Background: an optimization exercise with open tools, aiming at small area, a short achievable clock period and few clock cycles per item. Do not read the settings as production practice. Only simulation tests tie the RTL to the original design; equivalence was not proved.

==> design/flow/design.v <==
`timescale 1ns/10ps
package gemv_arith_pkg;
    localparam int N_LANES = 4;
    localparam int ELEM_W  = 8;
    localparam int ACC_W   = 24;
    localparam int LANE_W = $clog2(N_LANES);
    typedef logic signed [ELEM_W-1:0] elem_t;
    typedef logic signed [ACC_W-1:0]  acc_t;
    typedef logic [N_LANES*ELEM_W-1:0] vec_t;
    typedef logic [LANE_W-1:0] lane_t;
    typedef logic [3:0]        shift_t;
    typedef logic [3:0]        tiles_m1_t;
endpackage
`timescale 1ns/10ps
package layerio_mem_pkg;
    localparam int MEM_DEPTH = 64;
    localparam int ADDR_W    = 8;
    localparam int IDX_W     = $clog2(MEM_DEPTH);
    localparam int WORD_W    = 32;
    typedef logic [ADDR_W-1:0] addr_t;
    typedef logic [IDX_W-1:0]  idx_t;
    typedef logic [WORD_W-1:0] word_t;
    typedef enum logic [1:0] {
        REQ_WB,
        REQ_FETCH,
        REQ_HOST
    } req_id_e;
endpackage
`timescale 1ns/10ps
module mxu_tree (
    input  logic [31:0] a,
    input  logic [31:0] w,
    input  logic [21:0] s_in,
    input  logic [21:0] c_in,
    output logic [21:0] s_out,
    output logic [21:0] c_out
);
    logic s1;
    logic c2;
    logic s3;
    logic c4;
    logic s5;
    logic c6;
    logic s7;
    logic c8;
    logic s9;
    logic c10;
    logic s11;
    logic c12;
    logic s13;
    logic c14;
    logic s15;
    logic c16;
    logic s17;
    logic c18;
    logic s19;
    logic c20;
    logic s21;
    logic c22;
    logic s23;
    logic c24;
    logic s25;
    logic c26;
    logic s27;
    logic c28;
    logic s29;
    logic c30;
    logic s31;
    logic c32;
    logic s33;
    logic c34;
    logic s35;
    logic c36;
    logic s37;
    logic c38;
    logic s39;
    logic c40;
    logic s41;
    logic c42;
    logic s43;
    logic c44;
    logic s45;
    logic c46;
    logic s47;
    logic c48;
    logic s49;
    logic c50;
    logic s51;
    logic c52;
    logic s53;
    logic c54;
    logic s55;
    logic c56;
    logic s57;
    logic c58;
    logic s59;
    logic c60;
    logic s61;
    logic c62;
    logic s63;
    logic c64;
    logic s65;
    logic c66;
    logic s67;
    logic c68;
    logic s69;
    logic c70;
    logic s71;
    logic c72;
    logic s73;
    logic c74;
    logic s75;
    logic c76;
    logic s77;
    logic c78;
    logic s79;
    logic c80;
    logic s81;
    logic c82;
    logic s83;
    logic c84;
    logic s85;
    logic c86;
    logic s87;
    logic c88;
    logic s89;
    logic c90;
    logic s91;
    logic c92;
    logic s93;
    logic c94;
    logic s95;
    logic c96;
    logic s97;
    logic c98;
    logic s99;
    logic c100;
    logic s101;
    logic c102;
    logic s103;
    logic c104;
    logic s105;
    logic c106;
    logic s107;
    logic c108;
    logic s109;
    logic c110;
    logic s111;
    logic c112;
    logic s113;
    logic c114;
    logic s115;
    logic c116;
    logic s117;
    logic c118;
    logic s119;
    logic c120;
    logic s121;
    logic c122;
    logic s123;
    logic c124;
    logic s125;
    logic c126;
    logic s127;
    logic c128;
    logic s129;
    logic c130;
    logic s131;
    logic c132;
    logic s133;
    logic c134;
    logic s135;
    logic c136;
    logic s137;
    logic c138;
    logic s139;
    logic c140;
    logic s141;
    logic c142;
    logic s143;
    logic c144;
    logic s145;
    logic c146;
    logic s147;
    logic c148;
    logic s149;
    logic c150;
    logic s151;
    logic c152;
    logic s153;
    logic c154;
    logic s155;
    logic c156;
    logic s157;
    logic c158;
    logic s159;
    logic c160;
    logic s161;
    logic c162;
    logic s163;
    logic c164;
    logic s165;
    logic c166;
    logic s167;
    logic c168;
    logic s169;
    logic c170;
    logic s171;
    logic c172;
    logic s173;
    logic c174;
    logic s175;
    logic c176;
    logic s177;
    logic c178;
    logic s179;
    logic c180;
    logic s181;
    logic c182;
    logic s183;
    logic c184;
    logic s185;
    logic c186;
    logic s187;
    logic c188;
    logic s189;
    logic c190;
    logic s191;
    logic c192;
    logic s193;
    logic c194;
    logic s195;
    logic c196;
    logic s197;
    logic c198;
    logic s199;
    logic c200;
    logic s201;
    logic c202;
    logic s203;
    logic c204;
    logic s205;
    logic c206;
    logic s207;
    logic c208;
    logic s209;
    logic c210;
    logic s211;
    logic c212;
    logic s213;
    logic c214;
    logic s215;
    logic c216;
    logic s217;
    logic c218;
    logic s219;
    logic c220;
    logic s221;
    logic c222;
    logic s223;
    logic c224;
    logic s225;
    logic c226;
    logic s227;
    logic c228;
    logic s229;
    logic c230;
    logic s231;
    logic c232;
    logic s233;
    logic c234;
    logic s235;
    logic c236;
    logic s237;
    logic c238;
    logic s239;
    logic c240;
    logic s241;
    logic c242;
    logic s243;
    logic c244;
    logic s245;
    logic c246;
    logic s247;
    logic c248;
    logic s249;
    logic c250;
    logic s251;
    logic c252;
    logic s253;
    logic c254;
    logic s255;
    logic c256;
    logic s257;
    logic c258;
    logic s259;
    logic c260;
    logic s261;
    logic c262;
    logic s263;
    logic c264;
    logic s265;
    logic c266;
    logic s267;
    logic c268;
    logic s269;
    logic c270;
    logic s271;
    logic c272;
    logic s273;
    logic c274;
    logic s275;
    logic c276;
    logic s277;
    logic c278;
    logic s279;
    logic c280;
    logic s281;
    logic c282;
    logic s283;
    logic c284;
    logic s285;
    logic c286;
    logic s287;
    logic c288;
    logic s289;
    logic c290;
    logic s291;
    logic c292;
    logic s293;
    logic c294;
    logic s295;
    logic c296;
    logic s297;
    logic c298;
    logic s299;
    logic c300;
    logic s301;
    logic c302;
    logic s303;
    logic c304;
    logic s305;
    logic c306;
    logic s307;
    logic c308;
    logic s309;
    logic c310;
    logic s311;
    logic c312;
    logic s313;
    logic c314;
    logic s315;
    logic c316;
    logic s317;
    logic c318;
    logic s319;
    logic c320;
    logic s321;
    logic c322;
    logic s323;
    logic c324;
    logic s325;
    logic c326;
    logic s327;
    logic c328;
    logic s329;
    logic c330;
    logic s331;
    logic c332;
    logic s333;
    logic c334;
    logic s335;
    logic c336;
    logic s337;
    logic c338;
    logic s339;
    logic c340;
    logic s341;
    logic c342;
    logic s343;
    logic c344;
    logic s345;
    logic c346;
    logic s347;
    logic c348;
    logic s349;
    logic c350;
    logic s351;
    logic c352;
    logic s353;
    logic c354;
    logic s355;
    logic c356;
    logic s357;
    logic c358;
    logic s359;
    logic c360;
    logic s361;
    logic c362;
    logic s363;
    logic c364;
    logic s365;
    logic c366;
    logic s367;
    logic c368;
    logic s369;
    logic c370;
    logic s371;
    logic c372;
    logic s373;
    logic c374;
    logic s375;
    logic c376;
    logic s377;
    logic c378;
    logic s379;
    logic c380;
    logic s381;
    logic c382;
    logic s383;
    logic c384;
    logic s385;
    logic c386;
    logic s387;
    logic c388;
    logic s389;
    logic c390;
    logic s391;
    logic c392;
    logic s393;
    logic c394;
    logic s395;
    logic c396;
    logic s397;
    logic c398;
    logic s399;
    logic c400;
    logic s401;
    logic c402;
    logic s403;
    logic c404;
    logic s405;
    logic c406;
    logic s407;
    logic c408;
    logic s409;
    logic c410;
    logic s411;
    logic c412;
    logic s413;
    logic c414;
    logic s415;
    logic c416;
    logic s417;
    logic c418;
    logic s419;
    logic c420;
    logic s421;
    logic c422;
    logic s423;
    logic c424;
    logic s425;
    logic c426;
    logic s427;
    logic c428;
    logic s429;
    logic c430;
    logic s431;
    logic c432;
    logic s433;
    logic c434;
    logic s435;
    logic c436;
    logic s437;
    logic c438;
    logic s439;
    logic c440;
    logic s441;
    logic c442;
    logic s443;
    logic c444;
    logic s445;
    logic c446;
    logic s447;
    logic c448;
    logic s449;
    logic c450;
    logic s451;
    logic c452;
    logic s453;
    logic c454;
    logic s455;
    logic c456;
    logic s457;
    logic c458;
    logic s459;
    logic c460;
    logic s461;
    logic c462;
    logic s463;
    logic c464;
    logic s465;
    logic c466;
    logic s467;
    logic c468;
    logic s469;
    logic c470;
    logic s471;
    logic c472;
    logic s473;
    logic c474;
    logic s475;
    logic c476;
    logic s477;
    logic c478;
    logic s479;
    logic c480;
    logic s481;
    logic c482;
    logic s483;
    logic c484;
    logic s485;
    logic c486;
    logic s487;
    logic c488;
    logic s489;
    logic c490;
    logic s491;
    logic c492;
    logic s493;
    logic c494;
    logic s495;
    logic c496;
    logic s497;
    logic c498;
    logic s499;
    logic c500;
    logic s501;
    logic c502;
    logic s503;
    logic c504;
    logic s505;
    logic c506;
    logic s507;
    logic c508;
    logic s509;
    logic c510;
    logic s511;
    logic c512;
    logic s513;
    logic c514;
    logic s515;
    logic c516;
    logic s517;
    logic c518;
    logic s519;
    logic c520;
    logic s521;
    logic c522;
    logic s523;
    logic c524;
    logic s525;
    logic c526;
    logic s527;
    logic c528;
    logic s529;
    logic c530;
    logic s531;
    logic c532;
    logic s533;
    logic c534;
    logic s535;
    logic c536;
    logic s537;
    logic c538;
    logic s539;
    logic c540;
    logic s541;
    logic c542;
    logic s543;
    logic c544;
    logic s545;
    logic c546;
    logic s547;
    logic c548;
    logic s549;
    logic c550;
    logic s551;
    logic c552;
    logic s553;
    logic c554;
    logic s555;
    logic c556;
    logic s557;
    logic c558;
    logic s559;
    logic c560;
    logic s561;
    logic c562;
    assign {c2, s1} = {1'b0, (a[0] & w[6])} + {1'b0, (a[1] & w[5])} + {1'b0, (a[2] & w[4])};
    assign {c4, s3} = {1'b0, ~(a[0] & w[7])} + {1'b0, (a[1] & w[6])} + {1'b0, (a[2] & w[5])};
    assign {c6, s5} = {1'b0, (a[3] & w[4])} + {1'b0, (a[4] & w[3])} + {1'b0, (a[5] & w[2])};
    assign {c8, s7} = {1'b0, (a[6] & w[1])} + {1'b0, ~(a[7] & w[0])} + {1'b0, ~(a[8] & w[15])};
    assign {c10, s9} = {1'b0, (a[9] & w[14])} + {1'b0, (a[10] & w[13])};
    assign {c12, s11} = {1'b0, ~(a[1] & w[7])} + {1'b0, (a[2] & w[6])} + {1'b0, (a[3] & w[5])};
    assign {c14, s13} = {1'b0, (a[4] & w[4])} + {1'b0, (a[5] & w[3])} + {1'b0, (a[6] & w[2])};
    assign {c16, s15} = {1'b0, ~(a[7] & w[1])} + {1'b0, ~(a[9] & w[15])} + {1'b0, (a[10] & w[14])};
    assign {c18, s17} = {1'b0, ~(a[2] & w[7])} + {1'b0, (a[3] & w[6])};
    assign {c20, s19} = {1'b0, (a[0] & w[4])} + {1'b0, (a[1] & w[3])} + {1'b0, (a[2] & w[2])};
    assign {c22, s21} = {1'b0, (a[3] & w[1])} + {1'b0, (a[4] & w[0])};
    assign {c24, s23} = {1'b0, (a[0] & w[5])} + {1'b0, (a[1] & w[4])} + {1'b0, (a[2] & w[3])};
    assign {c26, s25} = {1'b0, (a[3] & w[2])} + {1'b0, (a[4] & w[1])} + {1'b0, (a[5] & w[0])};
    assign {c28, s27} = {1'b0, (a[8] & w[13])} + {1'b0, (a[9] & w[12])} + {1'b0, (a[10] & w[11])};
    assign {c30, s29} = {1'b0, (a[11] & w[10])} + {1'b0, (a[12] & w[9])} + {1'b0, (a[13] & w[8])};
    assign {c32, s31} = {1'b0, (a[16] & w[21])} + {1'b0, (a[17] & w[20])};
    assign {c34, s33} = {1'b0, s1} + {1'b0, (a[3] & w[3])} + {1'b0, (a[4] & w[2])};
    assign {c36, s35} = {1'b0, (a[5] & w[1])} + {1'b0, (a[6] & w[0])} + {1'b0, (a[8] & w[14])};
    assign {c38, s37} = {1'b0, (a[9] & w[13])} + {1'b0, (a[10] & w[12])} + {1'b0, (a[11] & w[11])};
    assign {c40, s39} = {1'b0, (a[12] & w[10])} + {1'b0, (a[13] & w[9])} + {1'b0, (a[14] & w[8])};
    assign {c42, s41} = {1'b0, (a[16] & w[22])} + {1'b0, (a[17] & w[21])} + {1'b0, (a[18] & w[20])};
    assign {c44, s43} = {1'b0, (a[19] & w[19])} + {1'b0, (a[20] & w[18])} + {1'b0, (a[21] & w[17])};
    assign {c46, s45} = {1'b0, (a[22] & w[16])} + {1'b0, (a[24] & w[30])} + {1'b0, (a[25] & w[29])};
    assign {c48, s47} = {1'b0, c2} + {1'b0, s3} + {1'b0, s5};
    assign {c50, s49} = {1'b0, s7} + {1'b0, s9} + {1'b0, (a[11] & w[12])};
    assign {c52, s51} = {1'b0, (a[12] & w[11])} + {1'b0, (a[13] & w[10])} + {1'b0, (a[14] & w[9])};
    assign {c54, s53} = {1'b0, ~(a[15] & w[8])} + {1'b0, ~(a[16] & w[23])} + {1'b0, (a[17] & w[22])};
    assign {c56, s55} = {1'b0, (a[18] & w[21])} + {1'b0, (a[19] & w[20])} + {1'b0, (a[20] & w[19])};
    assign {c58, s57} = {1'b0, (a[21] & w[18])} + {1'b0, (a[22] & w[17])} + {1'b0, ~(a[23] & w[16])};
    assign {c60, s59} = {1'b0, ~(a[24] & w[31])} + {1'b0, (a[25] & w[30])} + {1'b0, (a[26] & w[29])};
    assign {c62, s61} = {1'b0, (a[27] & w[28])} + {1'b0, (a[28] & w[27])} + {1'b0, (a[29] & w[26])};
    assign {c64, s63} = {1'b0, c4} + {1'b0, c6} + {1'b0, c8};
    assign {c66, s65} = {1'b0, c10} + {1'b0, s11} + {1'b0, s13};
    assign {c68, s67} = {1'b0, s15} + {1'b0, (a[11] & w[13])} + {1'b0, (a[12] & w[12])};
    assign {c70, s69} = {1'b0, (a[13] & w[11])} + {1'b0, (a[14] & w[10])} + {1'b0, ~(a[15] & w[9])};
    assign {c72, s71} = {1'b0, ~(a[17] & w[23])} + {1'b0, (a[18] & w[22])} + {1'b0, (a[19] & w[21])};
    assign {c74, s73} = {1'b0, (a[20] & w[20])} + {1'b0, (a[21] & w[19])} + {1'b0, (a[22] & w[18])};
    assign {c76, s75} = {1'b0, ~(a[23] & w[17])} + {1'b0, ~(a[25] & w[31])} + {1'b0, (a[26] & w[30])};
    assign {c78, s77} = {1'b0, (a[27] & w[29])} + {1'b0, (a[28] & w[28])} + {1'b0, (a[29] & w[27])};
    assign {c80, s79} = {1'b0, (a[30] & w[26])} + {1'b0, ~(a[31] & w[25])};
    assign {c82, s81} = {1'b0, c12} + {1'b0, c14} + {1'b0, c16};
    assign {c84, s83} = {1'b0, s17} + {1'b0, (a[4] & w[5])} + {1'b0, (a[5] & w[4])};
    assign {c86, s85} = {1'b0, (a[6] & w[3])} + {1'b0, ~(a[7] & w[2])} + {1'b0, ~(a[10] & w[15])};
    assign {c88, s87} = {1'b0, (a[11] & w[14])} + {1'b0, (a[12] & w[13])} + {1'b0, (a[13] & w[12])};
    assign {c90, s89} = {1'b0, (a[14] & w[11])} + {1'b0, ~(a[15] & w[10])} + {1'b0, ~(a[18] & w[23])};
    assign {c92, s91} = {1'b0, (a[19] & w[22])} + {1'b0, (a[20] & w[21])} + {1'b0, (a[21] & w[20])};
    assign {c94, s93} = {1'b0, (a[22] & w[19])} + {1'b0, ~(a[23] & w[18])} + {1'b0, ~(a[26] & w[31])};
    assign {c96, s95} = {1'b0, (a[27] & w[30])} + {1'b0, (a[28] & w[29])} + {1'b0, (a[29] & w[28])};
    assign {c98, s97} = {1'b0, (a[30] & w[27])} + {1'b0, ~(a[31] & w[26])} + {1'b0, s_in[9]};
    assign {c100, s99} = {1'b0, c18} + {1'b0, ~(a[3] & w[7])} + {1'b0, (a[4] & w[6])};
    assign {c102, s101} = {1'b0, (a[5] & w[5])} + {1'b0, (a[6] & w[4])} + {1'b0, ~(a[7] & w[3])};
    assign {c104, s103} = {1'b0, ~(a[11] & w[15])} + {1'b0, (a[12] & w[14])} + {1'b0, (a[13] & w[13])};
    assign {c106, s105} = {1'b0, (a[14] & w[12])} + {1'b0, ~(a[15] & w[11])} + {1'b0, ~(a[19] & w[23])};
    assign {c108, s107} = {1'b0, (a[20] & w[22])} + {1'b0, (a[21] & w[21])} + {1'b0, (a[22] & w[20])};
    assign {c110, s109} = {1'b0, ~(a[23] & w[19])} + {1'b0, ~(a[27] & w[31])} + {1'b0, (a[28] & w[30])};
    assign {c112, s111} = {1'b0, (a[29] & w[29])} + {1'b0, (a[30] & w[28])} + {1'b0, ~(a[31] & w[27])};
    assign {c114, s113} = {1'b0, ~(a[4] & w[7])} + {1'b0, (a[5] & w[6])} + {1'b0, (a[6] & w[5])};
    assign {c116, s115} = {1'b0, ~(a[7] & w[4])} + {1'b0, ~(a[12] & w[15])} + {1'b0, (a[13] & w[14])};
    assign {c118, s117} = {1'b0, (a[14] & w[13])} + {1'b0, ~(a[15] & w[12])} + {1'b0, ~(a[20] & w[23])};
    assign {c120, s119} = {1'b0, (a[0] & w[2])} + {1'b0, (a[1] & w[1])};
    assign {c122, s121} = {1'b0, (a[0] & w[3])} + {1'b0, (a[1] & w[2])} + {1'b0, (a[2] & w[1])};
    assign {c124, s123} = {1'b0, (a[3] & w[0])} + {1'b0, (a[8] & w[11])} + {1'b0, (a[9] & w[10])};
    assign {c126, s125} = {1'b0, (a[10] & w[9])} + {1'b0, (a[11] & w[8])} + {1'b0, (a[16] & w[19])};
    assign {c128, s127} = {1'b0, s19} + {1'b0, s21} + {1'b0, (a[8] & w[12])};
    assign {c130, s129} = {1'b0, (a[9] & w[11])} + {1'b0, (a[10] & w[10])} + {1'b0, (a[11] & w[9])};
    assign {c132, s131} = {1'b0, (a[12] & w[8])} + {1'b0, (a[16] & w[20])} + {1'b0, (a[17] & w[19])};
    assign {c134, s133} = {1'b0, (a[18] & w[18])} + {1'b0, (a[19] & w[17])} + {1'b0, (a[20] & w[16])};
    assign {c136, s135} = {1'b0, (a[24] & w[28])} + {1'b0, (a[25] & w[27])};
    assign {c138, s137} = {1'b0, c20} + {1'b0, c22} + {1'b0, s23};
    assign {c140, s139} = {1'b0, s25} + {1'b0, s27} + {1'b0, s29};
    assign {c142, s141} = {1'b0, s31} + {1'b0, (a[18] & w[19])} + {1'b0, (a[19] & w[18])};
    assign {c144, s143} = {1'b0, (a[20] & w[17])} + {1'b0, (a[21] & w[16])} + {1'b0, (a[24] & w[29])};
    assign {c146, s145} = {1'b0, (a[25] & w[28])} + {1'b0, (a[26] & w[27])} + {1'b0, (a[27] & w[26])};
    assign {c148, s147} = {1'b0, (a[28] & w[25])} + {1'b0, (a[29] & w[24])};
    assign {c150, s149} = {1'b0, c24} + {1'b0, c26} + {1'b0, c28};
    assign {c152, s151} = {1'b0, c30} + {1'b0, c32} + {1'b0, s33};
    assign {c154, s153} = {1'b0, s35} + {1'b0, s37} + {1'b0, s39};
    assign {c156, s155} = {1'b0, s41} + {1'b0, s43} + {1'b0, s45};
    assign {c158, s157} = {1'b0, (a[26] & w[28])} + {1'b0, (a[27] & w[27])} + {1'b0, (a[28] & w[26])};
    assign {c160, s159} = {1'b0, (a[29] & w[25])} + {1'b0, (a[30] & w[24])} + {1'b0, s_in[6]};
    assign {c162, s161} = {1'b0, c34} + {1'b0, c36} + {1'b0, c38};
    assign {c164, s163} = {1'b0, c40} + {1'b0, c42} + {1'b0, c44};
    assign {c166, s165} = {1'b0, c46} + {1'b0, s47} + {1'b0, s49};
    assign {c168, s167} = {1'b0, s51} + {1'b0, s53} + {1'b0, s55};
    assign {c170, s169} = {1'b0, s57} + {1'b0, s59} + {1'b0, s61};
    assign {c172, s171} = {1'b0, (a[30] & w[25])} + {1'b0, ~(a[31] & w[24])} + {1'b0, s_in[7]};
    assign {c174, s173} = {1'b0, c48} + {1'b0, c50} + {1'b0, c52};
    assign {c176, s175} = {1'b0, c54} + {1'b0, c56} + {1'b0, c58};
    assign {c178, s177} = {1'b0, c60} + {1'b0, c62} + {1'b0, s63};
    assign {c180, s179} = {1'b0, s65} + {1'b0, s67} + {1'b0, s69};
    assign {c182, s181} = {1'b0, s71} + {1'b0, s73} + {1'b0, s75};
    assign {c184, s183} = {1'b0, s77} + {1'b0, s79} + {1'b0, s_in[8]};
    assign {c186, s185} = {1'b0, c64} + {1'b0, c66} + {1'b0, c68};
    assign {c188, s187} = {1'b0, c70} + {1'b0, c72} + {1'b0, c74};
    assign {c190, s189} = {1'b0, c76} + {1'b0, c78} + {1'b0, c80};
    assign {c192, s191} = {1'b0, s81} + {1'b0, s83} + {1'b0, s85};
    assign {c194, s193} = {1'b0, s87} + {1'b0, s89} + {1'b0, s91};
    assign {c196, s195} = {1'b0, s93} + {1'b0, s95} + {1'b0, s97};
    assign {c198, s197} = {1'b0, c82} + {1'b0, c84} + {1'b0, c86};
    assign {c200, s199} = {1'b0, c88} + {1'b0, c90} + {1'b0, c92};
    assign {c202, s201} = {1'b0, c94} + {1'b0, c96} + {1'b0, c98};
    assign {c204, s203} = {1'b0, s99} + {1'b0, s101} + {1'b0, s103};
    assign {c206, s205} = {1'b0, s105} + {1'b0, s107} + {1'b0, s109};
    assign {c208, s207} = {1'b0, s111} + {1'b0, s_in[10]} + {1'b0, c_in[10]};
    assign {c210, s209} = {1'b0, c100} + {1'b0, c102} + {1'b0, c104};
    assign {c212, s211} = {1'b0, c106} + {1'b0, c108} + {1'b0, c110};
    assign {c214, s213} = {1'b0, c112} + {1'b0, s113} + {1'b0, s115};
    assign {c216, s215} = {1'b0, s117} + {1'b0, (a[21] & w[22])} + {1'b0, (a[22] & w[21])};
    assign {c218, s217} = {1'b0, ~(a[23] & w[20])} + {1'b0, ~(a[28] & w[31])} + {1'b0, (a[29] & w[30])};
    assign {c220, s219} = {1'b0, (a[30] & w[29])} + {1'b0, ~(a[31] & w[28])} + {1'b0, s_in[11]};
    assign {c222, s221} = {1'b0, c114} + {1'b0, c116} + {1'b0, c118};
    assign {c224, s223} = {1'b0, ~(a[5] & w[7])} + {1'b0, (a[6] & w[6])} + {1'b0, ~(a[7] & w[5])};
    assign {c226, s225} = {1'b0, ~(a[13] & w[15])} + {1'b0, (a[14] & w[14])} + {1'b0, ~(a[15] & w[13])};
    assign {c228, s227} = {1'b0, ~(a[21] & w[23])} + {1'b0, (a[22] & w[22])} + {1'b0, ~(a[23] & w[21])};
    assign {c230, s229} = {1'b0, ~(a[29] & w[31])} + {1'b0, (a[30] & w[30])} + {1'b0, ~(a[31] & w[29])};
    assign {c232, s231} = {1'b0, ~(a[6] & w[7])} + {1'b0, ~(a[7] & w[6])} + {1'b0, ~(a[14] & w[15])};
    assign {c234, s233} = {1'b0, (a[0] & w[1])} + {1'b0, (a[1] & w[0])};
    assign {c236, s235} = {1'b0, s119} + {1'b0, (a[2] & w[0])} + {1'b0, (a[8] & w[10])};
    assign {c238, s237} = {1'b0, (a[9] & w[9])} + {1'b0, (a[10] & w[8])} + {1'b0, (a[16] & w[18])};
    assign {c240, s239} = {1'b0, (a[17] & w[17])} + {1'b0, (a[18] & w[16])};
    assign {c242, s241} = {1'b0, c120} + {1'b0, s121} + {1'b0, s123};
    assign {c244, s243} = {1'b0, s125} + {1'b0, (a[17] & w[18])} + {1'b0, (a[18] & w[17])};
    assign {c246, s245} = {1'b0, (a[19] & w[16])} + {1'b0, (a[24] & w[27])} + {1'b0, (a[25] & w[26])};
    assign {c248, s247} = {1'b0, (a[26] & w[25])} + {1'b0, (a[27] & w[24])};
    assign {c250, s249} = {1'b0, c122} + {1'b0, c124} + {1'b0, c126};
    assign {c252, s251} = {1'b0, s127} + {1'b0, s129} + {1'b0, s131};
    assign {c254, s253} = {1'b0, s133} + {1'b0, s135} + {1'b0, (a[26] & w[26])};
    assign {c256, s255} = {1'b0, (a[27] & w[25])} + {1'b0, (a[28] & w[24])} + {1'b0, s_in[4]};
    assign {c258, s257} = {1'b0, c128} + {1'b0, c130} + {1'b0, c132};
    assign {c260, s259} = {1'b0, c134} + {1'b0, c136} + {1'b0, s137};
    assign {c262, s261} = {1'b0, s139} + {1'b0, s141} + {1'b0, s143};
    assign {c264, s263} = {1'b0, s145} + {1'b0, s147} + {1'b0, s_in[5]};
    assign {c266, s265} = {1'b0, c138} + {1'b0, c140} + {1'b0, c142};
    assign {c268, s267} = {1'b0, c144} + {1'b0, c146} + {1'b0, c148};
    assign {c270, s269} = {1'b0, s149} + {1'b0, s151} + {1'b0, s153};
    assign {c272, s271} = {1'b0, s155} + {1'b0, s157} + {1'b0, s159};
    assign {c274, s273} = {1'b0, c150} + {1'b0, c152} + {1'b0, c154};
    assign {c276, s275} = {1'b0, c156} + {1'b0, c158} + {1'b0, c160};
    assign {c278, s277} = {1'b0, s161} + {1'b0, s163} + {1'b0, s165};
    assign {c280, s279} = {1'b0, s167} + {1'b0, s169} + {1'b0, s171};
    assign {c282, s281} = {1'b0, c162} + {1'b0, c164} + {1'b0, c166};
    assign {c284, s283} = {1'b0, c168} + {1'b0, c170} + {1'b0, c172};
    assign {c286, s285} = {1'b0, s173} + {1'b0, s175} + {1'b0, s177};
    assign {c288, s287} = {1'b0, s179} + {1'b0, s181} + {1'b0, s183};
    assign {c290, s289} = {1'b0, c174} + {1'b0, c176} + {1'b0, c178};
    assign {c292, s291} = {1'b0, c180} + {1'b0, c182} + {1'b0, c184};
    assign {c294, s293} = {1'b0, s185} + {1'b0, s187} + {1'b0, s189};
    assign {c296, s295} = {1'b0, s191} + {1'b0, s193} + {1'b0, s195};
    assign {c298, s297} = {1'b0, c186} + {1'b0, c188} + {1'b0, c190};
    assign {c300, s299} = {1'b0, c192} + {1'b0, c194} + {1'b0, c196};
    assign {c302, s301} = {1'b0, s197} + {1'b0, s199} + {1'b0, s201};
    assign {c304, s303} = {1'b0, s203} + {1'b0, s205} + {1'b0, s207};
    assign {c306, s305} = {1'b0, c198} + {1'b0, c200} + {1'b0, c202};
    assign {c308, s307} = {1'b0, c204} + {1'b0, c206} + {1'b0, c208};
    assign {c310, s309} = {1'b0, s209} + {1'b0, s211} + {1'b0, s213};
    assign {c312, s311} = {1'b0, s215} + {1'b0, s217} + {1'b0, s219};
    assign {c314, s313} = {1'b0, c210} + {1'b0, c212} + {1'b0, c214};
    assign {c316, s315} = {1'b0, c216} + {1'b0, c218} + {1'b0, c220};
    assign {c318, s317} = {1'b0, s221} + {1'b0, s223} + {1'b0, s225};
    assign {c320, s319} = {1'b0, s227} + {1'b0, s229} + {1'b0, s_in[12]};
    assign {c322, s321} = {1'b0, c222} + {1'b0, c224} + {1'b0, c226};
    assign {c324, s323} = {1'b0, c228} + {1'b0, c230} + {1'b0, s231};
    assign {c326, s325} = {1'b0, ~(a[15] & w[14])} + {1'b0, ~(a[22] & w[23])} + {1'b0, ~(a[23] & w[22])};
    assign {c328, s327} = {1'b0, ~(a[30] & w[31])} + {1'b0, ~(a[31] & w[30])} + {1'b0, s_in[13]};
    assign {c330, s329} = {1'b0, c232} + {1'b0, (a[7] & w[7])} + {1'b0, (a[15] & w[15])};
    assign {c332, s331} = {1'b0, s233} + {1'b0, (a[8] & w[9])} + {1'b0, (a[9] & w[8])};
    assign {c334, s333} = {1'b0, (a[16] & w[17])} + {1'b0, (a[17] & w[16])};
    assign {c336, s335} = {1'b0, c234} + {1'b0, s235} + {1'b0, s237};
    assign {c338, s337} = {1'b0, s239} + {1'b0, (a[24] & w[26])} + {1'b0, (a[25] & w[25])};
    assign {c340, s339} = {1'b0, (a[26] & w[24])} + {1'b0, s_in[2]};
    assign {c342, s341} = {1'b0, c236} + {1'b0, c238} + {1'b0, c240};
    assign {c344, s343} = {1'b0, s241} + {1'b0, s243} + {1'b0, s245};
    assign {c346, s345} = {1'b0, s247} + {1'b0, s_in[3]} + {1'b0, c_in[3]};
    assign {c348, s347} = {1'b0, c242} + {1'b0, c244} + {1'b0, c246};
    assign {c350, s349} = {1'b0, c248} + {1'b0, s249} + {1'b0, s251};
    assign {c352, s351} = {1'b0, s253} + {1'b0, s255} + {1'b0, c_in[4]};
    assign {c354, s353} = {1'b0, c250} + {1'b0, c252} + {1'b0, c254};
    assign {c356, s355} = {1'b0, c256} + {1'b0, s257} + {1'b0, s259};
    assign {c358, s357} = {1'b0, s261} + {1'b0, s263} + {1'b0, c_in[5]};
    assign {c360, s359} = {1'b0, c258} + {1'b0, c260} + {1'b0, c262};
    assign {c362, s361} = {1'b0, c264} + {1'b0, s265} + {1'b0, s267};
    assign {c364, s363} = {1'b0, s269} + {1'b0, s271} + {1'b0, c_in[6]};
    assign {c366, s365} = {1'b0, c266} + {1'b0, c268} + {1'b0, c270};
    assign {c368, s367} = {1'b0, c272} + {1'b0, s273} + {1'b0, s275};
    assign {c370, s369} = {1'b0, s277} + {1'b0, s279} + {1'b0, c_in[7]};
    assign {c372, s371} = {1'b0, c274} + {1'b0, c276} + {1'b0, c278};
    assign {c374, s373} = {1'b0, c280} + {1'b0, s281} + {1'b0, s283};
    assign {c376, s375} = {1'b0, s285} + {1'b0, s287} + {1'b0, c_in[8]};
    assign {c378, s377} = {1'b0, c282} + {1'b0, c284} + {1'b0, c286};
    assign {c380, s379} = {1'b0, c288} + {1'b0, s289} + {1'b0, s291};
    assign {c382, s381} = {1'b0, s293} + {1'b0, s295} + {1'b0, c_in[9]};
    assign {c384, s383} = {1'b0, c290} + {1'b0, c292} + {1'b0, c294};
    assign {c386, s385} = {1'b0, c296} + {1'b0, s297} + {1'b0, s299};
    assign {c388, s387} = {1'b0, s301} + {1'b0, s303} + {1'b0, 1'b1};
    assign {c390, s389} = {1'b0, c298} + {1'b0, c300} + {1'b0, c302};
    assign {c392, s391} = {1'b0, c304} + {1'b0, s305} + {1'b0, s307};
    assign {c394, s393} = {1'b0, s309} + {1'b0, s311} + {1'b0, c_in[11]};
    assign {c396, s395} = {1'b0, c306} + {1'b0, c308} + {1'b0, c310};
    assign {c398, s397} = {1'b0, c312} + {1'b0, s313} + {1'b0, s315};
    assign {c400, s399} = {1'b0, s317} + {1'b0, s319} + {1'b0, c_in[12]};
    assign {c402, s401} = {1'b0, c314} + {1'b0, c316} + {1'b0, c318};
    assign {c404, s403} = {1'b0, c320} + {1'b0, s321} + {1'b0, s323};
    assign {c406, s405} = {1'b0, s325} + {1'b0, s327} + {1'b0, c_in[13]};
    assign {c408, s407} = {1'b0, c322} + {1'b0, c324} + {1'b0, c326};
    assign {c410, s409} = {1'b0, c328} + {1'b0, s329} + {1'b0, (a[23] & w[23])};
    assign {c412, s411} = {1'b0, (a[31] & w[31])} + {1'b0, s_in[14]} + {1'b0, c_in[14]};
    assign {c414, s413} = {1'b0, (a[0] & w[0])} + {1'b0, (a[8] & w[8])} + {1'b0, (a[16] & w[16])};
    assign {c416, s415} = {1'b0, s331} + {1'b0, s333} + {1'b0, (a[24] & w[25])};
    assign {c418, s417} = {1'b0, (a[25] & w[24])} + {1'b0, s_in[1]};
    assign {c420, s419} = {1'b0, c332} + {1'b0, c334} + {1'b0, s335};
    assign {c422, s421} = {1'b0, s337} + {1'b0, s339} + {1'b0, c_in[2]};
    assign {c424, s423} = {1'b0, c336} + {1'b0, c338} + {1'b0, c340};
    assign {c426, s425} = {1'b0, s341} + {1'b0, s343} + {1'b0, s345};
    assign {c428, s427} = {1'b0, c342} + {1'b0, c344} + {1'b0, c346};
    assign {c430, s429} = {1'b0, s347} + {1'b0, s349} + {1'b0, s351};
    assign {c432, s431} = {1'b0, c348} + {1'b0, c350} + {1'b0, c352};
    assign {c434, s433} = {1'b0, s353} + {1'b0, s355} + {1'b0, s357};
    assign {c436, s435} = {1'b0, c354} + {1'b0, c356} + {1'b0, c358};
    assign {c438, s437} = {1'b0, s359} + {1'b0, s361} + {1'b0, s363};
    assign {c440, s439} = {1'b0, c360} + {1'b0, c362} + {1'b0, c364};
    assign {c442, s441} = {1'b0, s365} + {1'b0, s367} + {1'b0, s369};
    assign {c444, s443} = {1'b0, c366} + {1'b0, c368} + {1'b0, c370};
    assign {c446, s445} = {1'b0, s371} + {1'b0, s373} + {1'b0, s375};
    assign {c448, s447} = {1'b0, c372} + {1'b0, c374} + {1'b0, c376};
    assign {c450, s449} = {1'b0, s377} + {1'b0, s379} + {1'b0, s381};
    assign {c452, s451} = {1'b0, c378} + {1'b0, c380} + {1'b0, c382};
    assign {c454, s453} = {1'b0, s383} + {1'b0, s385} + {1'b0, s387};
    assign {c456, s455} = {1'b0, c384} + {1'b0, c386} + {1'b0, c388};
    assign {c458, s457} = {1'b0, s389} + {1'b0, s391} + {1'b0, s393};
    assign {c460, s459} = {1'b0, c390} + {1'b0, c392} + {1'b0, c394};
    assign {c462, s461} = {1'b0, s395} + {1'b0, s397} + {1'b0, s399};
    assign {c464, s463} = {1'b0, c396} + {1'b0, c398} + {1'b0, c400};
    assign {c466, s465} = {1'b0, s401} + {1'b0, s403} + {1'b0, s405};
    assign {c468, s467} = {1'b0, c402} + {1'b0, c404} + {1'b0, c406};
    assign {c470, s469} = {1'b0, s407} + {1'b0, s409} + {1'b0, s411};
    assign {c472, s471} = {1'b0, c408} + {1'b0, c410} + {1'b0, c412};
    assign {c474, s473} = {1'b0, c330} + {1'b0, s_in[15]} + {1'b0, c_in[15]};
    assign {c476, s475} = {1'b0, s413} + {1'b0, (a[24] & w[24])};
    assign {c478, s477} = {1'b0, c414} + {1'b0, s415} + {1'b0, s417};
    assign {c480, s479} = {1'b0, c416} + {1'b0, c418} + {1'b0, s419};
    assign {c482, s481} = {1'b0, c420} + {1'b0, c422} + {1'b0, s423};
    assign {c484, s483} = {1'b0, c424} + {1'b0, c426} + {1'b0, s427};
    assign {c486, s485} = {1'b0, c428} + {1'b0, c430} + {1'b0, s431};
    assign {c488, s487} = {1'b0, c432} + {1'b0, c434} + {1'b0, s435};
    assign {c490, s489} = {1'b0, c436} + {1'b0, c438} + {1'b0, s439};
    assign {c492, s491} = {1'b0, c440} + {1'b0, c442} + {1'b0, s443};
    assign {c494, s493} = {1'b0, c444} + {1'b0, c446} + {1'b0, s447};
    assign {c496, s495} = {1'b0, c448} + {1'b0, c450} + {1'b0, s451};
    assign {c498, s497} = {1'b0, c452} + {1'b0, c454} + {1'b0, s455};
    assign {c500, s499} = {1'b0, c456} + {1'b0, c458} + {1'b0, s459};
    assign {c502, s501} = {1'b0, c460} + {1'b0, c462} + {1'b0, s463};
    assign {c504, s503} = {1'b0, c464} + {1'b0, c466} + {1'b0, s467};
    assign {c506, s505} = {1'b0, c468} + {1'b0, c470} + {1'b0, s471};
    assign {c508, s507} = {1'b0, c472} + {1'b0, c474} + {1'b0, s_in[16]};
    assign {c510, s509} = {1'b0, s_in[17]} + {1'b0, c_in[17]};
    assign {c512, s511} = {1'b0, s_in[18]} + {1'b0, c_in[18]};
    assign {c514, s513} = {1'b0, s_in[19]} + {1'b0, c_in[19]};
    assign {c516, s515} = {1'b0, s_in[20]} + {1'b0, c_in[20]};
    assign {c518, s517} = {1'b0, s_in[21]} + {1'b0, c_in[21]};
    assign {c520, s519} = {1'b0, s475} + {1'b0, s_in[0]};
    assign {c522, s521} = {1'b0, c476} + {1'b0, s477} + {1'b0, c_in[1]};
    assign {c524, s523} = {1'b0, c478} + {1'b0, s479} + {1'b0, s421};
    assign {c526, s525} = {1'b0, c480} + {1'b0, s481} + {1'b0, s425};
    assign {c528, s527} = {1'b0, c482} + {1'b0, s483} + {1'b0, s429};
    assign {c530, s529} = {1'b0, c484} + {1'b0, s485} + {1'b0, s433};
    assign {c532, s531} = {1'b0, c486} + {1'b0, s487} + {1'b0, s437};
    assign {c534, s533} = {1'b0, c488} + {1'b0, s489} + {1'b0, s441};
    assign {c536, s535} = {1'b0, c490} + {1'b0, s491} + {1'b0, s445};
    assign {c538, s537} = {1'b0, c492} + {1'b0, s493} + {1'b0, s449};
    assign {c540, s539} = {1'b0, c494} + {1'b0, s495} + {1'b0, s453};
    assign {c542, s541} = {1'b0, c496} + {1'b0, s497} + {1'b0, s457};
    assign {c544, s543} = {1'b0, c498} + {1'b0, s499} + {1'b0, s461};
    assign {c546, s545} = {1'b0, c500} + {1'b0, s501} + {1'b0, s465};
    assign {c548, s547} = {1'b0, c502} + {1'b0, s503} + {1'b0, s469};
    assign {c550, s549} = {1'b0, c504} + {1'b0, s505} + {1'b0, s473};
    assign {c552, s551} = {1'b0, c506} + {1'b0, s507} + {1'b0, c_in[16]};
    assign {c554, s553} = {1'b0, c508} + {1'b0, s509} + {1'b0, 1'b1};
    assign {c556, s555} = {1'b0, c510} + {1'b0, s511} + {1'b0, 1'b1};
    assign {c558, s557} = {1'b0, c512} + {1'b0, s513} + {1'b0, 1'b1};
    assign {c560, s559} = {1'b0, c514} + {1'b0, s515} + {1'b0, 1'b1};
    assign {c562, s561} = {1'b0, c516} + {1'b0, s517} + {1'b0, 1'b1};
    assign s_out[0] = s519;
    assign c_out[0] = c_in[0];
    assign s_out[1] = c520;
    assign c_out[1] = s521;
    assign s_out[2] = c522;
    assign c_out[2] = s523;
    assign s_out[3] = c524;
    assign c_out[3] = s525;
    assign s_out[4] = c526;
    assign c_out[4] = s527;
    assign s_out[5] = c528;
    assign c_out[5] = s529;
    assign s_out[6] = c530;
    assign c_out[6] = s531;
    assign s_out[7] = c532;
    assign c_out[7] = s533;
    assign s_out[8] = c534;
    assign c_out[8] = s535;
    assign s_out[9] = c536;
    assign c_out[9] = s537;
    assign s_out[10] = c538;
    assign c_out[10] = s539;
    assign s_out[11] = c540;
    assign c_out[11] = s541;
    assign s_out[12] = c542;
    assign c_out[12] = s543;
    assign s_out[13] = c544;
    assign c_out[13] = s545;
    assign s_out[14] = c546;
    assign c_out[14] = s547;
    assign s_out[15] = c548;
    assign c_out[15] = s549;
    assign s_out[16] = c550;
    assign c_out[16] = s551;
    assign s_out[17] = c552;
    assign c_out[17] = s553;
    assign s_out[18] = c554;
    assign c_out[18] = s555;
    assign s_out[19] = c556;
    assign c_out[19] = s557;
    assign s_out[20] = c558;
    assign c_out[20] = s559;
    assign s_out[21] = c560;
    assign c_out[21] = s561;
endmodule
`timescale 1ns/10ps
module gemv_top (
    input  logic                      clk,
    input  logic                      rst_n,
    input  logic                      host_wr,
    input  logic                      host_rd,
    input  layerio_mem_pkg::addr_t    host_addr,
    input  layerio_mem_pkg::word_t    host_wdata,
    output logic                      host_ready,
    output layerio_mem_pkg::word_t    host_rdata,
    output logic                      host_rvalid,
    input  logic                      start,
    input  layerio_mem_pkg::addr_t    a_addr,
    input  layerio_mem_pkg::addr_t    w_addr,
    input  layerio_mem_pkg::addr_t    q_addr,
    input  gemv_arith_pkg::tiles_m1_t n_tiles_m1,
    input  gemv_arith_pkg::shift_t    shift,
    input  logic                      relu,
    output logic                      busy,
    output logic                      done
);
    localparam int AW = 22;    
    logic [31:0] mem [64];      
    logic        busy_q, done_q, wb1_q, wb2_q, hready_q, rvalid_q;
    logic        pend_q;        
    logic        rs_act;        
    logic [2:0]  rs_cnt;        
    logic        swap_q;        
    logic        mac_first;
    logic [2:0]  npm1;          
    logic        todd;          
    logic [5:0]  a_q, q_q;
    logic [2:0]  wbase_q, wlo_q;
    logic [3:0]  sh_q;
    logic        relu_q;
    logic [AW-9:0] mask_q;      
    logic [7:0]  sel_q;         
    logic [31:0] wreg [8];
    logic [31:0] aop_q [8];
    logic [5:0]  wq1_q, wq2_q;
    logic [1:0]  wwlo_q;
    logic [3:0]  wsh_q;
    logic        wrelu_q;
    logic [AW-9:0] wmask_q;
    logic [31:0] qreg;          
    logic [31:0] qword;         
    assign busy        = busy_q;
    assign done        = done_q;
    assign host_ready  = hready_q;
    assign host_rvalid = rvalid_q;
    assign host_rdata  = aop_q[0];
    logic        accept, h_rd_acc, hconf;
    logic        c0, c1, swap_in, stall, go_now, rd_reg, rd, last;
    logic [2:0]  cnt, kp;
    assign accept   = start && !busy_q;
    assign h_rd_acc = hready_q && host_rd;
    assign hconf    = accept && h_rd_acc;
    logic [5:0]  qm1_q, qm2_q, qm3_q;
    logic [2:0]  qhm1_q, qhm2_q;
    logic [7:0]  qle_q;         
    logic        w0le, c0w, c1w;
    always_comb begin
        w0le = qle_q[w_addr[2:0]];
        c0w  = w0le ? (w_addr[5:3] == q_q[5:3]) : (w_addr[5:3] == qhm1_q);
        c1w  = w0le ? (w_addr[5:3] == qhm1_q)   : (w_addr[5:3] == qhm2_q);
        c0   = (a_addr[5:0] == q_q) || (a_addr[5:0] == qm1_q) || c0w;
        c1   = (a_addr[5:0] == qm2_q) || (a_addr[5:0] == qm3_q) || c1w;
    end
    assign swap_in = done_q && c0 && !c1 && (n_tiles_m1[3:1] != 3'd0);
    assign stall   = (done_q && c0 && !swap_in) || (n_tiles_m1[3:1] == 3'd0);
    assign go_now  = accept && !hconf && !stall;
    assign rd_reg = rs_act || pend_q;
    assign rd     = go_now || rd_reg;
    assign cnt    = rs_act ? rs_cnt : 3'd0;
    assign kp     = (swap_q && cnt[2:1] == 2'd0) ? {cnt[2:1], !cnt[0]} : cnt;
    assign last   = rd_reg && (cnt == npm1);
    logic [63:0] dA0, dA1;      
    logic [7:0]  dW [8];        
    logic [7:0]  s_c;           
    logic [5:0]  ar;            
    logic [63:0] din, dreg;
    logic [7:0]  wd0;
    always_comb begin
        ar   = a_q + {2'b00, kp, 1'b0};
        din  = 64'd1 << a_addr[5:0];
        dreg = 64'd1 << ar;
        if (h_rd_acc) begin
            dA0 = 64'd1 << host_addr[5:0];
        end else if (rd_reg) begin
            dA0 = dreg;
        end else if (swap_in) begin
            dA0 = {din[61:0], din[63:62]};
        end else begin
            dA0 = din;
        end
        dA1 = {dA0[62:0], dA0[63]};
        for (int b = 0; b < 8; b++) begin
            wd0 = 8'd1 << 3'(w_addr[5:3] + {2'b00, (3'(b) < w_addr[2:0])});
            if (rd_reg) begin
                dW[b] = 8'd1 << 3'(wbase_q + kp + {2'b00, (3'(b) < wlo_q)});
                s_c[b] = sel_q[b];
            end else begin
                dW[b] = swap_in ? {wd0[6:0], wd0[7]} : wd0;
                s_c[b] = 1'(3'(3'(b) - w_addr[2:0]) >> 2);
            end
        end
    end
    logic [63:0] fwm1, fwm2;
    logic [31:0] bout [8];
    logic [31:0] act_ev, act_od;
    logic [31:0] dEv, dOd;
    logic        a0odd;          
    always_comb begin
        logic f1, f2;
        fwm1 = {63'd0, wb1_q} << wq1_q;
        fwm2 = {63'd0, wb2_q} << wq2_q;
        for (int b = 0; b < 8; b++) begin
            f1 = 1'b0;
            f2 = 1'b0;
            bout[b] = '0;
            for (int r = 0; r < 8; r++) begin
                f1 = f1 || (dW[b][r] && fwm1[8*r+b]);
                f2 = f2 || (dW[b][r] && fwm2[8*r+b]);
                bout[b] = bout[b] | (mem[8*r+b] & {32{dW[b][r] && !fwm1[8*r+b] && !fwm2[8*r+b]}});
            end
            bout[b] = bout[b] | (qword & {32{f1}}) | (qreg & {32{f2}});
        end
        for (int j = 0; j < 32; j++) begin
            dEv[j] = dA0[2*j] || dA1[2*j];
            dOd[j] = dA0[2*j+1] || dA1[2*j+1];
        end
        f1 = 1'b0;
        f2 = 1'b0;
        act_ev = '0;
        for (int j = 0; j < 32; j++) begin
            f1 = f1 || (dEv[j] && fwm1[2*j]);
            f2 = f2 || (dEv[j] && fwm2[2*j]);
            act_ev = act_ev | (mem[2*j] & {32{dEv[j] && !fwm1[2*j] && !fwm2[2*j]}});
        end
        act_ev = act_ev | (qword & {32{f1}}) | (qreg & {32{f2}});
        f1 = 1'b0;
        f2 = 1'b0;
        act_od = '0;
        for (int j = 0; j < 32; j++) begin
            f1 = f1 || (dOd[j] && fwm1[2*j+1]);
            f2 = f2 || (dOd[j] && fwm2[2*j+1]);
            act_od = act_od | (mem[2*j+1] & {32{dOd[j] && !fwm1[2*j+1] && !fwm2[2*j+1]}});
        end
        act_od = act_od | (qword & {32{f1}}) | (qreg & {32{f2}});
    end
    always_comb begin
        if (h_rd_acc) begin
            a0odd = host_addr[0];
        end else if (rd_reg) begin
            a0odd = a_q[0];
        end else begin
            a0odd = a_addr[0];
        end
    end
    logic        wr_en;
    logic [5:0]  wr_addr;
    logic [31:0] wr_data;
    assign wr_en   = wb2_q || (hready_q && host_wr);
    assign wr_addr = wb2_q ? wq2_q : host_addr[5:0];
    assign wr_data = wb2_q ? qreg : host_wdata;
    always_ff @(posedge clk) begin
        if (wr_en) begin
            mem[wr_addr] <= wr_data;
        end
    end
    always_ff @(posedge clk or negedge rst_n) begin
        if (!rst_n) begin
            busy_q    <= 1'b0;
            done_q    <= 1'b0;
            wb1_q     <= 1'b0;
            wb2_q     <= 1'b0;
            hready_q  <= 1'b1;
            rvalid_q  <= 1'b0;
            pend_q    <= 1'b0;
            rs_act    <= 1'b0;
            rs_cnt    <= '0;
            mac_first <= 1'b0;
        end else begin
            rvalid_q  <= h_rd_acc;
            hready_q  <= !(busy_q || accept || done_q || wb1_q);
            busy_q    <= (busy_q || accept) && !(rd && last);
            done_q    <= rd && last;
            wb1_q     <= done_q;
            wb2_q     <= wb1_q;
            pend_q    <= accept && (hconf || stall);
            mac_first <= rd && (cnt == 3'd0);
            rs_act    <= rd && !last;
            rs_cnt    <= cnt + 3'd1;
        end
    end
    always_ff @(posedge clk) begin
        if (accept) begin
            a_q     <= a_addr[5:0];
            q_q     <= q_addr[5:0];
            qm1_q   <= q_addr[5:0] - 6'd1;
            qm2_q   <= q_addr[5:0] - 6'd2;
            qm3_q   <= q_addr[5:0] - 6'd3;
            qhm1_q  <= q_addr[5:3] - 3'd1;
            qhm2_q  <= q_addr[5:3] - 3'd2;
            for (int x = 0; x < 8; x++) begin
                qle_q[x] <= 3'(x) <= q_addr[2:0];
            end
            wbase_q <= w_addr[5:3];
            wlo_q   <= w_addr[2:0];
            sh_q    <= shift;
            relu_q  <= relu;
            npm1    <= n_tiles_m1[3:1];
            todd    <= !n_tiles_m1[0];
            swap_q  <= swap_in;
            for (int i = 0; i < AW - 8; i++) begin
                mask_q[i] <= 5'(i) >= 5'(shift);
            end
            for (int b = 0; b < 8; b++) begin
                sel_q[b] <= 1'(3'(3'(b) - w_addr[2:0]) >> 2);
            end
        end
        if (done_q) begin
            wq1_q   <= q_q;
            wwlo_q  <= wlo_q[1:0];
            wsh_q   <= sh_q;
            wrelu_q <= relu_q;
            wmask_q <= mask_q;
        end
        if (wb1_q) begin
            wq2_q <= wq1_q;
            qreg  <= qword;
        end
    end
    logic z1;
    assign z1 = rd_reg ? ((kp == npm1) && todd) : (swap_in && n_tiles_m1 == 4'd2);
    always_ff @(posedge clk) begin
        for (int b = 0; b < 8; b++) begin
            wreg[b] <= bout[b];
            if (b == 0 && h_rd_acc) begin
                aop_q[b] <= a0odd ? act_od : act_ev;
            end else if (!rd || (s_c[b] && z1)) begin
                aop_q[b] <= '0;
            end else if (s_c[b] ^ a0odd) begin
                aop_q[b] <= act_od;
            end else begin
                aop_q[b] <= act_ev;
            end
        end
    end
    logic [AW-1:0] acc_s [8];
    logic [AW-1:0] acc_c [8];
    logic [AW-1:0] tin_s [8];
    logic [AW-1:0] tin_c [8];
    logic [AW-1:0] nacc_s [8];
    logic [AW-1:0] nacc_c [8];
    for (genvar b = 0; b < 8; b++) begin : g_tree
        assign tin_s[b] = mac_first ? '0 : acc_s[b];
        assign tin_c[b] = mac_first ? '0 : acc_c[b];
        mxu_tree mxu_tree_u (
            .a(aop_q[b]), .w(wreg[b]), .s_in(tin_s[b]), .c_in(tin_c[b]),
            .s_out(nacc_s[b]), .c_out(nacc_c[b])
        );
    end
    always_ff @(posedge clk) begin
        for (int b = 0; b < 8; b++) begin
            acc_s[b] <= nacc_s[b];
            acc_c[b] <= nacc_c[b];
        end
    end
    logic [AW-1:0] sum [4];
    logic [7:0]    q8 [4];
    always_comb begin
        logic ovf;
        logic [AW+14:0] ext;
        for (int c = 0; c < 4; c++) begin
            sum[c] = acc_s[c] + acc_c[c] + acc_s[c+4] + acc_c[c+4];
            ovf = |((sum[c][AW-2:7] ^ {(AW-8){sum[c][AW-1]}}) & wmask_q);
            ext = {{15{sum[c][AW-1]}}, sum[c]};
            if (wrelu_q && sum[c][AW-1]) begin
                q8[c] = 8'h00;
            end else if (ovf) begin
                q8[c] = sum[c][AW-1] ? 8'h80 : 8'h7f;
            end else begin
                q8[c] = ext[wsh_q +: 8];
            end
        end
        for (int j = 0; j < 4; j++) begin
            qword[8*j +: 8] = q8[2'(wwlo_q + 2'(j))];
        end
    end
endmodule
==> design/flow/run.sh <==
#!/bin/bash
# synth_recipe.tcl (not shown) runs the flow's synth.tcl, then flattens the netlist and writes it again
# the make line also repeats each setting of config.mk as NAME=value (left out here)
make -C /OpenROAD-flow-scripts/flow DESIGN_CONFIG=/design/flow/config.mk WORK_HOME=/design/flow/orfs CLKGATE_MAP_FILE= SYNTH_SCRIPT=/design/flow/synth_recipe.tcl finish
==> design/flow/config.mk <==
export PLATFORM = sky130hd
export DESIGN_NAME = gemv_top
export DESIGN_NICKNAME = gemv_top
export VERILOG_FILES = /design/flow/design.v
export SDC_FILE = /design/flow/constraint.sdc
export NUM_CORES = 4
export LEC_CHECK = 0
export CAP_MARGIN = 40
export CORE_MARGIN = 2
export CORE_UTILIZATION = 35
export PLACE_DENSITY = 0.48
export SETUP_SLACK_MARGIN = 3.5
export SLEW_MARGIN = 20
==> design/flow/constraint.sdc <==
create_clock -name core_clock -period 9.0 [get_ports {clk}]
set_input_delay 1.8000 -clock core_clock [delete_from_list [all_inputs] [get_ports {clk}]]
set_output_delay 1.8000 -clock core_clock [all_outputs]
set_load 0.01 [all_outputs]
==> summary.md <==
| Metric | Value |
|---|---|
| # Max-Cap Violations | `0` |
| Hold Fails Final Rpt | `0` |
| Post-DP HPWL | `808 mm` |
| Final GP Congestion | `1.08` |
| Syn. warnings | `23` |
| WP data arrival | `7.28 ns` |
| Largest delay share family, worst path | `compound AO/OA/AOI/OAI gates` |
| Share of post-route cells with drive strength above 1 | `20.7%` |
| Commonest cells post-synth | `fa_1, edfxtp_1, inv_1` |
| Initial antenna violation count | `86` |
| H-tree levels | `5` |
| Worst path slowest cell | `fa_1` |
| CTS tree | `built` |
| WS Path Type | `flip-flop to flip-flop` |
| Async SR Flop Fraction | `0.392%` |
| Synth Flop Type | `edfxtp_1` |
| Area used by multi-input combinational logic | `0.115 mm^2` |
| Mapped Area | `0.200 mm^2` |
| CP Buf/Inv Count | `8` |
| Root Driver | `clkbuf_16` |
| Worst relative slew slack | `23.3%` |
| Wire per inst | `40.7 um` |
| Cell taking the most area after synthesis | `edfxtp_1` |
| # setup viols final | `0` |
| Detailed Routing Iterations Pass 1 | `14` |
| Post-DP Area | `0.220 mm^2` |
| Share of the synthesized area in the top cell type | `33.0%` |
| RSZ-0062 raised after global routing | `yes` |
| Drt drc | `0` |
| Final Max Slew Viols | `0` |
| Total number of vias | `163462` |
| Crit-path cells | `fa_1 > fa_1 > ha_4 > buf_4 > buf_6 > a211oi_4 > o211ai_1 > buf_4 > a221oi_4 > buf_4 > buf_6 > o21ai_1 > xor2_1 > mux4_2 > mux4_2 > or3_4 > a32o_2 > mux2i_4 > clkbuf_16 > inv_8 > a221oi_4 > buf_12 > a21o_1 > nand2_1` |
| Critical path depth | `24` |
| EDFF count, synth | `2191` |
| Fin crit period | `6.43 ns` |
| Sequential share of the synthesized area | `41.7%` |
| Reg2reg path depth | `24` |
| Initial Util | `35.1%` |
| Worst-path maximum fanout | `8` |
| Area growth, synth to finish | `23.5%` |
| Max Root-Sink Buffers | `4` |
| First-pass GRT wire length | `1430 mm` |
| DR vias/cell | `6.21` |
| Post-Layout Inst Area | `0.246 mm^2` |
| Count leader, synth | `fa_1` |
| Clock slew at reported path FFs | `0.06 ns` |
| Die W | `759 um` |
| Placed Cells | `25084` |
| Clock Skew | `0.148 ns` |
| Synth Net Count | `19698` |
| Worst-Skew Late Latency | `1.08 ns` |
| TritonCTS Buffers | `356` |
| CP Launch Type | `flip-flop` |
| Fmax | `0.156 GHz` |
| Tot GR Track Use | `36.0%` |
| Hold Path Depth | `0` |
| DRT antenna net count | `0` |
| Hold_buf cts | `0` |
| Element type at the critical path end | `flip-flop` |
| Rows | `277` |
| Synth unique cells | `130` |
| Filler Cells Inserted | `53150` |
| Worst Hold Class | `flip-flop to flip-flop` |
| Clock Sinks | `3059` |
| Final nets | `21075` |
| Post-synthesis area per instance | `11.7 um^2` |
| Synth Register Bits | `3059` |
| DR iter-0 viols | `26633` |
| Total Routed Length | `1070 mm` |
| Port Buffer Count | `105` |
| Least-Margin Pin Slew | `1.15 ns` |
| Cells after Synth | `17090` |
| Synth top area cells | `edfxtp_1, fa_1, dfxtp_1` |
| Die Area | `0.576 mm^2` |
| I/O pin count | `114` |
| Worst stage delay on the critical path | `0.56 ns` |
| Worst Path Required | `9.85 ns` |
| Largest net degree at the start of global routing | `91` |
| Crit-path most repeated cell | `buf_4` |
| Core area | `0.568 mm^2` |
| Register Area | `0.0833 mm^2` |
| Vias in the first global route | `160275` |
| Remaining global-route overflow | `0` |
| Die Ht | `759 um` |
| Period utilisation layout | `71.4%` |
| Run status | `complete, no violations` |
| Finished Layout Cells | `26343` |
| Post-route setup TNS | `0 ns` |
==> kinds of logic after synthesis <==
kind of cell,Yosys count,synth area share [%]
compound gates,3626,14.3
xor+xnor,235,1.08
fa+ha+maj,2530,24.1
buf+inv,2754,5.28
flops,3059,41.7
mux,168,1.13
simple gates,4718,12.4
==> area by class of cell <==
type | count | share of cell area, %
multi-input cells | 11281 | 46.6
flip-flops and latches | 3059 | 33.8
repair buffers | 1828 | 7.90
clock buffers | 435 | 3.83
well taps | 7533 | 3.82
inverters | 1941 | 3.00
clock inverters | 224 | 0.992
diodes | 42 | 0.0426
==> state kept, by name, indices dropped and copies added, names as in the netlist, 8 cells and up <==
| signal | flops |
|---|---|
| mem | 2048 |
| aop_q | 256 |
| wreg | 256 |
| acc_s | 176 |
| acc_c | 168 |
| qreg | 32 |
| mask_q | 14 |
| wmask_q | 14 |
| qle_q | 8 |
| sel_q | 8 |
==> stage by stage <==
step           setup WS, ns  hold slack, ns  util [%]
2_1_floorplan          2.98           0.400         -
3_3_place_gp          0.555           0.400      38.4
3_5_place_dp          0.523           0.406      38.8
4_1_cts                2.71           0.402      42.6
5_1_grt                2.45           0.412      43.3
6_report               2.57           0.382      43.4
==> what timing repair did <==
item                        CTS  global route
cloned                       10             4
setup buffers               364           153
pin swaps                   484           296
gates resized for setup    1699           542
setup endpoints to repair   544           544
==> worst reg2reg max path, cell delays in order (launching register included) <==
cell and delay (ns):
dfxtp_2 0.32, fa_1 0.56, fa_1 0.47, ha_4 0.19
buf_4 0.13, buf_6 0.11, a211oi_4 0.25, o211ai_1 0.12
buf_4 0.18, a221oi_4 0.29, buf_4 0.18, buf_6 0.11
o21ai_1 0.12, xor2_1 0.18, mux4_2 0.52, mux4_2 0.53
or3_4 0.44, a32o_2 0.33, mux2i_4 0.24, clkbuf_16 0.22
inv_8 0.06, a221oi_4 0.33, buf_12 0.27, a21o_1 0.11
nand2_1 0.05
==> worst paths after layout <==
kind	start	end	slack (ns)
worst max-delay path	acc_s[0][2]$_DFF_P_	aop_q[0][2]$_DFF_P_	2.57
worst min-delay path	mask_q[12]$_DFFE_PP_	wmask_q[12]$_DFFE_PP_	0.38
worst max register to register	acc_s[0][2]$_DFF_P_	aop_q[0][2]$_DFF_P_	2.57
worst min register to register	mask_q[12]$_DFFE_PP_	wmask_q[12]$_DFFE_PP_	0.38
max in group asynchronous	rst_n	mac_first$_DFF_PN0_	7.23
min in group asynchronous	rst_n	pend_q$_DFF_PN0_	1.15
==> routing by layer <==
metal	share of wire [%]	wire [um]	vias to the layer above	track usage [%]
met2	41	444000	11617	51.9
met4	7.8	83600	44	21.8
met5	0.031	333	-	0.339
met3	13	139000	2876	13.2
li1	-	-	64265	-
met1	38	405000	84660	46.0
==> layout by cell type (no fill, tap or decap), drive strengths merged, types with 338 or more instances in the layout <==
master and count:
fa 2198, edfxtp 2191, inv 1958, buf 1709, and2 1546, nand2 1241, dfxtp 856, a22oi 710
a222oi 620, nor2 525, clkbuf 447, o21ai 430, nand3 420, a21oi 338
Testbench counts, summed over its fixed seeds: cycles 379, jobs 128.

[what the ideal ports hide]
The results above use ideal ports. As a check the final layout listed here was re-extracted and re-timed, cells and wires unchanged.
Step 1: set_driving_cell puts a clkbuf_16 on clk and a buf_2 on each other input, an assumption about the parent block.
Step 2, shift: input delay + t, output delay - t, t = (earliest + latest rising clock arrival at the registers) / 2. This alone moves slack from input paths to output paths.
Slacks: no drivers / after step 1 / after step 2; pairs: no drivers / after step 1.
shift t [ns]: 1.149
setup WS [ns]: 2.575 / 2.575 / 1.519
cell pins on the clock port's net: 1
After both steps setup and hold are still met in this run. For this run, drivers alone change the setup slack by 0.000 ns; drivers and shift together by -1.056 ns.
